Context: an optimization exercise on an open-source flow, tuned for small area and a short achievable clock period. The choices shown serve that exercise and are no tape-out recipe. The RTL was checked by simulation tests, not by an equivalence proof against the original design. Power figures rest on the tool's default switching activity, not on a simulated workload.

Design dma_frame_writer, start of the top module:
module dma_frame_writer #(
    parameter dma_pkg::addr_t wr_base_addr = 32'h0200_0000
) (
    input  logic                             M_AXI_ACLK,
    input  logic                             M_AXI_ARESETN,
    output dma_pkg::addr_t                   m_axi_awaddr,
    output logic [7:0]                       m_axi_awlen,
    output logic [2:0]                       m_axi_awsize,
    output logic [1:0]                       m_axi_awburst,
    output logic                             m_axi_awvalid,
    input  logic                             m_axi_awready,
    output dma_pkg::beat_t                   m_axi_wdata,
    output logic [dma_pkg::beat_bytes-1:0]   m_axi_wstrb,
    output logic                             m_axi_wlast,
    output logic                             m_axi_wvalid,
    input  logic                             m_axi_wready,
    input  logic [1:0]                       m_axi_bresp,
    input  logic                             m_axi_bvalid,
    output logic                             m_axi_bready,
    input  logic                             pre_vs,
    input  logic                             pre_de,
    input  logic [dma_pkg::pixel_w-1:0]      pre_data,
    output logic                             wr_req,
    input  logic                             wr_enable,
    output logic                             wr_burst_now,
    output logic                             wr_burst_end
);
For scale: about 1,700 flip-flops, roughly 160 I/O pins, roughly 59,000 sq um of cells after synthesis.
==> flow/config.mk <==
export PLATFORM = sky130hd
export DESIGN_NAME = dma_frame_writer
export DESIGN_NICKNAME = dma_frame_writer
export VERILOG_FILES = /design/flow/design.v
export SDC_FILE = /design/flow/constraint.sdc
export NUM_CORES = 4
export LEC_CHECK = 0
export CAP_MARGIN = 20
export CORE_MARGIN = 2
export CORE_UTILIZATION = 40
export SETUP_SLACK_MARGIN = 2.95
export SLEW_MARGIN = 20
export SYNTH_HIERARCHICAL = 1
export SYNTH_MINIMUM_KEEP_SIZE = 0
export CTS_ARGS = -sink_clustering_enable -repair_clock_nets -dont_use_dummy_load -sink_clustering_size 20 -sink_clustering_max_diameter 80 -buf_list sky130_fd_sc_hd__clkbuf_8
export BUFFER_PORTS_ARGS = -buffer_cell sky130_fd_sc_hd__buf_2
==> flow/constraint.sdc <==
create_clock -name core_clock -period 5.5 [get_ports {M_AXI_ACLK}]
set_input_delay 1.1000 -clock core_clock [delete_from_list [all_inputs] [get_ports {M_AXI_ACLK}]]
set_output_delay 1.1000 -clock core_clock [all_outputs]
set_load 0.01 [all_outputs]
standard.sh (not shown) runs the stock make flow with config.mk's settings and CLKGATE_MAP_FILE= SYNTH_SCRIPT=/design/flow/synth_recipe.tcl, a recipe that flattens the netlist after the stock synthesis.
==> flow/flow/run.sh <==
#!/bin/bash
# The standard layout (standard.sh) with two layout choices changed:
# clock tree sinks clustered more coarsely without dummy loads, and
# port buffers started from buf_2 (timing repair may still resize them).
set -euo pipefail
cat >> "$FLOW_CONFIG" <<'EOT'
export CTS_ARGS = -sink_clustering_enable -repair_clock_nets -dont_use_dummy_load -sink_clustering_size 20 -sink_clustering_max_diameter 80 -buf_list sky130_fd_sc_hd__clkbuf_8
export BUFFER_PORTS_ARGS = -buffer_cell sky130_fd_sc_hd__buf_2
EOT
bash standard.sh > standard.log 2>&1
Next try:
--- a/flow/flow/run.sh
+++ b/flow/flow/run.sh
@@ -6,3 +6,3 @@
 cat >> "$FLOW_CONFIG" <<'EOT'
-export CTS_ARGS = -sink_clustering_enable -repair_clock_nets -dont_use_dummy_load -sink_clustering_size 20 -sink_clustering_max_diameter 80 -buf_list sky130_fd_sc_hd__clkbuf_8
+export CTS_ARGS = -sink_clustering_enable -repair_clock_nets -dont_use_dummy_load -sink_clustering_size 24 -sink_clustering_max_diameter 100
 export BUFFER_PORTS_ARGS = -buffer_cell sky130_fd_sc_hd__buf_2
CTS_ARGS = -sink_clustering_enable -repair_clock_nets -dont_use_dummy_load -sink_clustering_size 24 -sink_clustering_max_diameter 100   (was -sink_clustering_enable -repair_clock_nets -dont_use_dummy_load -sink_clustering_size 20 -sink_clustering_max_diameter 80 -buf_list sky130_fd_sc_hd__clkbuf_8)
Total power rises by 5.7%.
Setup slack improved by 0.14 ns.
Wire length barely changes.
Synthesized area does not change.
Final area came out higher by about 1.1%.
Fmax rose by 5.5%.
Next try:
--- a/flow/flow/run.sh
+++ b/flow/flow/run.sh
@@ -6,3 +6,3 @@
 cat >> "$FLOW_CONFIG" <<'EOT'
-export CTS_ARGS = -sink_clustering_enable -repair_clock_nets -dont_use_dummy_load -sink_clustering_size 24 -sink_clustering_max_diameter 100
+export CTS_ARGS = -sink_clustering_enable -repair_clock_nets -dont_use_dummy_load -sink_clustering_size 20 -sink_clustering_max_diameter 80
 export BUFFER_PORTS_ARGS = -buffer_cell sky130_fd_sc_hd__buf_2
CTS_ARGS = -sink_clustering_enable -repair_clock_nets -dont_use_dummy_load -sink_clustering_size 20 -sink_clustering_max_diameter 80   (was -sink_clustering_enable -repair_clock_nets -dont_use_dummy_load -sink_clustering_size 24 -sink_clustering_max_diameter 100)
Outcome: Sequential share of layout area is lower by 0.37 points. Final area rose by about 0.5%. Wire length is about the same. Via count rises by 0.30%. Total power rises by 2.6%. Cell count stays flat. First-iteration DRC count went up by 4.9%.
Next try:
--- a/flow/flow/run.sh
+++ b/flow/flow/run.sh
@@ -6,3 +6,3 @@
 cat >> "$FLOW_CONFIG" <<'EOT'
-export CTS_ARGS = -sink_clustering_enable -repair_clock_nets -dont_use_dummy_load -sink_clustering_size 20 -sink_clustering_max_diameter 80
+export CTS_ARGS = -sink_clustering_enable -repair_clock_nets -dont_use_dummy_load -sink_clustering_size 24 -sink_clustering_max_diameter 100
 export BUFFER_PORTS_ARGS = -buffer_cell sky130_fd_sc_hd__buf_2
CORE_UTILIZATION = 50   (was 40)
CTS_ARGS = -sink_clustering_enable -repair_clock_nets -dont_use_dummy_load -sink_clustering_size 24 -sink_clustering_max_diameter 100   (was -sink_clustering_enable -repair_clock_nets -dont_use_dummy_load -sink_clustering_size 20 -sink_clustering_max_diameter 80)
The new run finished clean.
Via count came out higher slightly.
Combinational power came out lower by a few percent.
Final area came out lower slightly.
Die area came out lower by about a fifth.
Wire length came out higher slightly.
Clock power came out lower by a little under a tenth.
Next try:
--- a/flow/flow/run.sh
+++ b/flow/flow/run.sh
@@ -6,3 +6,3 @@
 cat >> "$FLOW_CONFIG" <<'EOT'
-export CTS_ARGS = -sink_clustering_enable -repair_clock_nets -dont_use_dummy_load -sink_clustering_size 24 -sink_clustering_max_diameter 100
+export CTS_ARGS = -sink_clustering_enable -repair_clock_nets -dont_use_dummy_load -sink_clustering_size 20 -sink_clustering_max_diameter 80
 export BUFFER_PORTS_ARGS = -buffer_cell sky130_fd_sc_hd__buf_2
CORE_UTILIZATION = 40   (was 50)
CTS_ARGS = -sink_clustering_enable -repair_clock_nets -dont_use_dummy_load -sink_clustering_size 20 -sink_clustering_max_diameter 80   (was -sink_clustering_enable -repair_clock_nets -dont_use_dummy_load -sink_clustering_size 24 -sink_clustering_max_diameter 100)
SETUP_SLACK_MARGIN = 2.85   (was 2.95)
Maximum frequency came out lower by 0.70%.
Cell count came out higher by 8.9%.
Register-to-register slack gets worse by 0.13 ns.
Wire length came out lower by 1.5%.
Sequential share of layout area came out lower by 0.84 points.
Combinational power came out lower by about 4%.
Via count came out lower by 1.1%.
Next try:
--- a/flow/flow/run.sh
+++ b/flow/flow/run.sh
@@ -6,3 +6,3 @@
 cat >> "$FLOW_CONFIG" <<'EOT'
-export CTS_ARGS = -sink_clustering_enable -repair_clock_nets -dont_use_dummy_load -sink_clustering_size 20 -sink_clustering_max_diameter 80
+export CTS_ARGS = -sink_clustering_enable -repair_clock_nets -dont_use_dummy_load -sink_clustering_size 24 -sink_clustering_max_diameter 100
 export BUFFER_PORTS_ARGS = -buffer_cell sky130_fd_sc_hd__buf_2
CTS_ARGS = -sink_clustering_enable -repair_clock_nets -dont_use_dummy_load -sink_clustering_size 24 -sink_clustering_max_diameter 100   (was -sink_clustering_enable -repair_clock_nets -dont_use_dummy_load -sink_clustering_size 20 -sink_clustering_max_diameter 80)
SETUP_SLACK_MARGIN = 3.0   (was 2.85)
Total power fell by about 2.4%.
Worst hold slack is worse by 0.025 ns.
Global-route usage stays flat.
Routed wire length rose by 0.95%.
Final cell count barely changes.


dma_frame_writer, a different RTL version from the one above (not shown whole).
Size: ~160 I/O pins, roughly 0.058 sq mm of cells after synthesis.
export LEC_CHECK = 0
export CAP_MARGIN = 20
export CORE_MARGIN = 2
export CORE_UTILIZATION = 40
export SETUP_SLACK_MARGIN = 3.1
export SLEW_MARGIN = 20
export SYNTH_HIERARCHICAL = 1
export SYNTH_MINIMUM_KEEP_SIZE = 0
export CTS_ARGS = -sink_clustering_enable -repair_clock_nets -dont_use_dummy_load -sink_clustering_size 24 -sink_clustering_max_diameter 100
export BUFFER_PORTS_ARGS = -buffer_cell sky130_fd_sc_hd__buf_2
create_clock -name core_clock -period 5.5 [get_ports {M_AXI_ACLK}]
==> flow/flow/run.sh <==
#!/bin/bash
# The standard layout (standard.sh) with two layout choices changed:
# clock tree sinks clustered more coarsely without dummy loads, and
# port buffers started from buf_2 (timing repair may still resize them).
set -euo pipefail
cat >> "$FLOW_CONFIG" <<'EOT'
export CTS_ARGS = -sink_clustering_enable -repair_clock_nets -dont_use_dummy_load -sink_clustering_size 24 -sink_clustering_max_diameter 100
export BUFFER_PORTS_ARGS = -buffer_cell sky130_fd_sc_hd__buf_2
EOT
bash standard.sh > standard.log 2>&1
Next try:
--- a/flow/flow/run.sh
+++ b/flow/flow/run.sh
@@ -5,5 +5,5 @@
 set -euo pipefail
 cat >> "$FLOW_CONFIG" <<'EOT'
-export CTS_ARGS = -sink_clustering_enable -repair_clock_nets -dont_use_dummy_load -sink_clustering_size 24 -sink_clustering_max_diameter 100
+export CTS_ARGS = -sink_clustering_enable -repair_clock_nets -dont_use_dummy_load -sink_clustering_size 14 -sink_clustering_max_diameter 60 -buf_list sky130_fd_sc_hd__clkbuf_8
 export BUFFER_PORTS_ARGS = -buffer_cell sky130_fd_sc_hd__buf_2
 EOT
--- a/flow/config.mk
+++ b/flow/config.mk
@@ -9,8 +9,8 @@
 export CORE_MARGIN = 2
 export CORE_UTILIZATION = 40
-export SETUP_SLACK_MARGIN = 3.1
+export SETUP_SLACK_MARGIN = 3.0
 export SLEW_MARGIN = 20
 export SYNTH_HIERARCHICAL = 1
 export SYNTH_MINIMUM_KEEP_SIZE = 0
-export CTS_ARGS = -sink_clustering_enable -repair_clock_nets -dont_use_dummy_load -sink_clustering_size 24 -sink_clustering_max_diameter 100
+export CTS_ARGS = -sink_clustering_enable -repair_clock_nets -dont_use_dummy_load -sink_clustering_size 14 -sink_clustering_max_diameter 60 -buf_list sky130_fd_sc_hd__clkbuf_8
 export BUFFER_PORTS_ARGS = -buffer_cell sky130_fd_sc_hd__buf_2
Clock skew rises by 0.015 ns.
Die area does not change.
Flip-flop and latch count is unchanged.
Total power drops slightly.
Worst hold slack barely changes.
Count of clock-buffer cells in the layout grows by 60.
Cell area is about the same.
Synthesized area stays the same.


dma_frame_writer, a different RTL version from the one above (not shown whole).
For scale: about 3300 cells after synthesis, about 160 I/O pins.
Settings: LEC_CHECK=0, CAP_MARGIN=20, CORE_MARGIN=2, CORE_UTILIZATION=40, PLACE_DENSITY=0.7, SETUP_SLACK_MARGIN=2.95, SLEW_MARGIN=20, CTS_ARGS=-sink_clustering_enable -repair_clock_nets -dont_use_dummy_load -sink_clustering_size 20 -sink_clustering_max_diameter 80, BUFFER_PORTS_ARGS=-buffer_cell sky130_fd_sc_hd__buf_2; clock period 5.5 ns.
==> flow/flow/run.sh <==
#!/bin/bash
# The standard layout (standard.sh) with two layout choices changed:
# clock tree sinks clustered more coarsely without dummy loads, and
# port buffers started from buf_2 (timing repair may still resize them).
set -euo pipefail
cat >> "$FLOW_CONFIG" <<'EOT'
export CTS_ARGS = -sink_clustering_enable -repair_clock_nets -dont_use_dummy_load -sink_clustering_size 20 -sink_clustering_max_diameter 80
export BUFFER_PORTS_ARGS = -buffer_cell sky130_fd_sc_hd__buf_2
EOT
bash standard.sh > standard.log 2>&1
The first run produced a clean layout.
==> next run, changes <==
--- a/flow/flow/run.sh
+++ b/flow/flow/run.sh
@@ -5,5 +5,5 @@
 set -euo pipefail
 cat >> "$FLOW_CONFIG" <<'EOT'
-export CTS_ARGS = -sink_clustering_enable -repair_clock_nets -dont_use_dummy_load -sink_clustering_size 20 -sink_clustering_max_diameter 80
+export CTS_ARGS = -sink_clustering_enable -repair_clock_nets -dont_use_dummy_load -sink_clustering_size 24 -sink_clustering_max_diameter 100
 export BUFFER_PORTS_ARGS = -buffer_cell sky130_fd_sc_hd__buf_2
 EOT
--- a/flow/config.mk
+++ b/flow/config.mk
@@ -9,7 +9,6 @@
 export CORE_MARGIN = 2
 export CORE_UTILIZATION = 40
-export PLACE_DENSITY = 0.7
 export SETUP_SLACK_MARGIN = 2.95
 export SLEW_MARGIN = 20
-export CTS_ARGS = -sink_clustering_enable -repair_clock_nets -dont_use_dummy_load -sink_clustering_size 20 -sink_clustering_max_diameter 80
+export CTS_ARGS = -sink_clustering_enable -repair_clock_nets -dont_use_dummy_load -sink_clustering_size 24 -sink_clustering_max_diameter 100
 export BUFFER_PORTS_ARGS = -buffer_cell sky130_fd_sc_hd__buf_2
Effect:
- final area went down slightly
- setup slack gets better by 0.065 ns
- clock power went down by a little under a tenth
- final cell count went down slightly
==> next run, changes <==
--- a/flow/flow/run.sh
+++ b/flow/flow/run.sh
@@ -5,5 +5,5 @@
 set -euo pipefail
 cat >> "$FLOW_CONFIG" <<'EOT'
-export CTS_ARGS = -sink_clustering_enable -repair_clock_nets -dont_use_dummy_load -sink_clustering_size 24 -sink_clustering_max_diameter 100
+export CTS_ARGS = -sink_clustering_enable -repair_clock_nets -dont_use_dummy_load -sink_clustering_size 20 -sink_clustering_max_diameter 80
 export BUFFER_PORTS_ARGS = -buffer_cell sky130_fd_sc_hd__buf_2
 EOT
--- a/flow/config.mk
+++ b/flow/config.mk
@@ -11,4 +11,5 @@
 export SETUP_SLACK_MARGIN = 2.95
 export SLEW_MARGIN = 20
-export CTS_ARGS = -sink_clustering_enable -repair_clock_nets -dont_use_dummy_load -sink_clustering_size 24 -sink_clustering_max_diameter 100
+export TNS_END_PERCENT = 10
+export CTS_ARGS = -sink_clustering_enable -repair_clock_nets -dont_use_dummy_load -sink_clustering_size 20 -sink_clustering_max_diameter 80
 export BUFFER_PORTS_ARGS = -buffer_cell sky130_fd_sc_hd__buf_2
Synthesized area stays the same.
Synthesized cell count is unchanged.
Global-route usage barely changes.
Cell count rises by 0.32%.
Setup slack gets worse by 0.11 ns.
Die area stays the same.
Sequential power is about the same.


dma_frame_writer, a different RTL version from the one above (not shown whole).
For scale: ~3,500 cells after synthesis, roughly 1,700 flip-flops, ~160 I/O pins, about 60,000 µm² of cells after synthesis.
clock: 5.5 ns
lec_check: 0
cap_margin: 20
core_margin: 2
core_utilization: 40
setup_slack_margin: 2.95
slew_margin: 20
run.sh (not shown) runs the stock make flow with config.mk's settings and CLKGATE_MAP_FILE= SYNTH_SCRIPT=/design/flow/synth_recipe.tcl, a recipe that flattens the netlist after the stock synthesis.
Stock flow here: none of the scripts above is used.
Then changed:
==> flow/flow/run.sh (new file) <==
#!/bin/bash
# The standard layout (standard.sh) with two layout choices changed:
# clock tree sinks clustered more coarsely without dummy loads, and
# port buffers started from buf_2 (timing repair may still resize them).
set -euo pipefail
cat >> "$FLOW_CONFIG" <<'EOT'
export CTS_ARGS = -sink_clustering_enable -repair_clock_nets -dont_use_dummy_load -sink_clustering_size 20 -sink_clustering_max_diameter 80
export BUFFER_PORTS_ARGS = -buffer_cell sky130_fd_sc_hd__buf_2
EOT
bash standard.sh > standard.log 2>&1
==> flow/standard.sh (new file) <==
#!/bin/bash
# synth_recipe.tcl (not shown) runs the flow's synth.tcl, then flattens the netlist and writes it again
# the make line also repeats each setting of config.mk as NAME=value (left out here)
make -C /OpenROAD-flow-scripts/flow DESIGN_CONFIG=/design/flow/config.mk WORK_HOME=/design/flow/orfs CLKGATE_MAP_FILE= SYNTH_SCRIPT=/design/flow/synth_recipe.tcl "${@:-finish}"
BUFFER_PORTS_ARGS = -buffer_cell sky130_fd_sc_hd__buf_2   (was default)
CTS_ARGS = -sink_clustering_enable -repair_clock_nets -dont_use_dummy_load -sink_clustering_size 20 -sink_clustering_max_diameter 80   (was default)
removed: flow/run.sh
=>
- design area came out lower by 5.2%
- setup slack improved by 0.042 ns
- critical path depth came out higher by 1
- first-iteration DRC count climbs by 0.79%
- combinational power drops by about 2%
- die area does not change
- via count went down by 1.2%
- flip-flop and latch count is unchanged
- clock power went down by 38%
- global-route usage grows by 0.28 points
- total power goes down by 17%
Then changed:
==> flow/run.sh (new file) <==
#!/bin/bash
# synth_recipe.tcl (not shown) runs the flow's synth.tcl, then flattens the netlist and writes it again
# the make line also repeats each setting of config.mk as NAME=value (left out here)
make -C /OpenROAD-flow-scripts/flow DESIGN_CONFIG=/design/flow/config.mk WORK_HOME=/design/flow/orfs CLKGATE_MAP_FILE= SYNTH_SCRIPT=/design/flow/synth_recipe.tcl finish
BUFFER_PORTS_ARGS = default   (was -buffer_cell sky130_fd_sc_hd__buf_2)
CORE_UTILIZATION = 60   (was 40)
CTS_ARGS = default   (was -sink_clustering_enable -repair_clock_nets -dont_use_dummy_load -sink_clustering_size 20 -sink_clustering_max_diameter 80)
removed: flow/flow/run.sh
removed: flow/standard.sh
Result: Cell area rises by 4.1%; via count rises by 3.3%; global-route usage rises by 17 points; routed wire length rises by 1.1%; power rises by 18%; worst hold slack got worse by 0.019 ns; flip-flop and latch count does not change.
Then changed:
==> flow/flow/run.sh (new file) <==
#!/bin/bash
# The standard layout (standard.sh) with two layout choices changed:
# clock tree sinks clustered more coarsely without dummy loads, and
# port buffers started from buf_2 (timing repair may still resize them).
set -euo pipefail
cat >> "$FLOW_CONFIG" <<'EOT'
export CTS_ARGS = -sink_clustering_enable -repair_clock_nets -dont_use_dummy_load -sink_clustering_size 24 -sink_clustering_max_diameter 100
export BUFFER_PORTS_ARGS = -buffer_cell sky130_fd_sc_hd__buf_2
EOT
bash standard.sh > standard.log 2>&1
==> flow/standard.sh (new file) <==
#!/bin/bash
# synth_recipe.tcl (not shown) runs the flow's synth.tcl, then flattens the netlist and writes it again
# the make line also repeats each setting of config.mk as NAME=value (left out here)
make -C /OpenROAD-flow-scripts/flow DESIGN_CONFIG=/design/flow/config.mk WORK_HOME=/design/flow/orfs CLKGATE_MAP_FILE= SYNTH_SCRIPT=/design/flow/synth_recipe.tcl "${@:-finish}"
BUFFER_PORTS_ARGS = -buffer_cell sky130_fd_sc_hd__buf_2   (was default)
CORE_UTILIZATION = 40   (was 60)
CTS_ARGS = -sink_clustering_enable -repair_clock_nets -dont_use_dummy_load -sink_clustering_size 24 -sink_clustering_max_diameter 100   (was default)
removed: flow/run.sh
Result:
- total power went down by 18%
- clock-buffer cell count is lower by 136
- synthesized area is unchanged
- final area goes down by 4.5%
- routed wire length came out lower by 1.6%
Then changed:
==> flow/run.sh (new file) <==
#!/bin/bash
# synth_recipe.tcl (not shown) runs the flow's synth.tcl, then flattens the netlist and writes it again
# the make line also repeats each setting of config.mk as NAME=value (left out here)
make -C /OpenROAD-flow-scripts/flow DESIGN_CONFIG=/design/flow/config.mk WORK_HOME=/design/flow/orfs CLKGATE_MAP_FILE= SYNTH_SCRIPT=/design/flow/synth_recipe.tcl finish
BUFFER_PORTS_ARGS = default   (was -buffer_cell sky130_fd_sc_hd__buf_2)
CTS_ARGS = default   (was -sink_clustering_enable -repair_clock_nets -dont_use_dummy_load -sink_clustering_size 24 -sink_clustering_max_diameter 100)
CTS_CLUSTER_DIAMETER = 100   (was default)
CTS_CLUSTER_SIZE = 30   (was default)
removed: flow/flow/run.sh
removed: flow/standard.sh
Sequential share of layout area decreases by 1.0 points. Via count barely changes. Clock-buffer cell count increases by 31. Maximum frequency decreases by 1.7%. Cell area increases by 1.6%. Worst setup slack gets worse by 0.046 ns. Clock skew decreases by 0.034 ns. Routed wire length decreases by 0.31%. Critical path depth decreases by 1. First-iteration DRC count decreases by 3.7%.

re-timing with driven ports:
Ports are ideal in the flow. The routed layouts listed here were re-timed in OpenROAD. Step 1 assumes that a clkbuf_16 drives the clock port and a buf_2 every other input. Step 2 moves the port delays by t, midway between the first and last clock arrival at a register: inputs arrive t later, outputs are due t later. That takes back most of the time a late clock gives input paths. Slacks: ideal / step 1 / step 2; pairs: ideal / step 1.
run	shift t [ns]	setup slack, ns	slew at the worst register clock pin (ns)
the first run of note 1	0.854	2.802 / 2.722 / 2.214	0.12 / 0.12
the second run of note 1	0.738	2.942 / 2.862 / 2.310	0.10 / 0.10
the third run of note 1	0.750	2.926 / 2.849 / 2.302	0.09 / 0.09
the fourth run of note 1	0.719	2.917 / 2.848 / 2.264	0.10 / 0.10
the fifth run of note 1	0.750	2.899 / 2.837 / 2.206	0.09 / 0.09
the sixth run of note 1	0.738	2.946 / 2.865 / 2.398	0.10 / 0.10
the first run of note 2	0.726	2.937 / 2.866 / 2.443	0.10 / 0.10
the second run of note 2	0.910	2.748 / 2.678 / 2.149	0.09 / 0.09
the first run of note 3	0.760	2.833 / 2.833 / 2.227	0.09 / 0.09
the second run of note 3	0.760	2.898 / 2.898 / 2.269	0.10 / 0.10
the third run of note 3	0.774	2.783 / 2.783 / 2.243	0.09 / 0.09
the first run of note 4	0.881	2.865 / 2.865 / 2.055	0.07 / 0.07
the second run of note 4	0.805	2.907 / 2.882 / 2.166	0.09 / 0.09
the third run of note 4	0.868	2.794 / 2.794 / 2.177	0.07 / 0.07
the fourth run of note 4	0.785	2.890 / 2.890 / 2.170	0.10 / 0.10
the fifth run of note 4	0.800	2.844 / 2.844 / 2.153	0.12 / 0.12
After both steps every run listed still meets setup and hold. The setup slack of the first run of note 4, which loses most, moves by 0.000 ns with the drivers and by -0.810 ns with both steps.
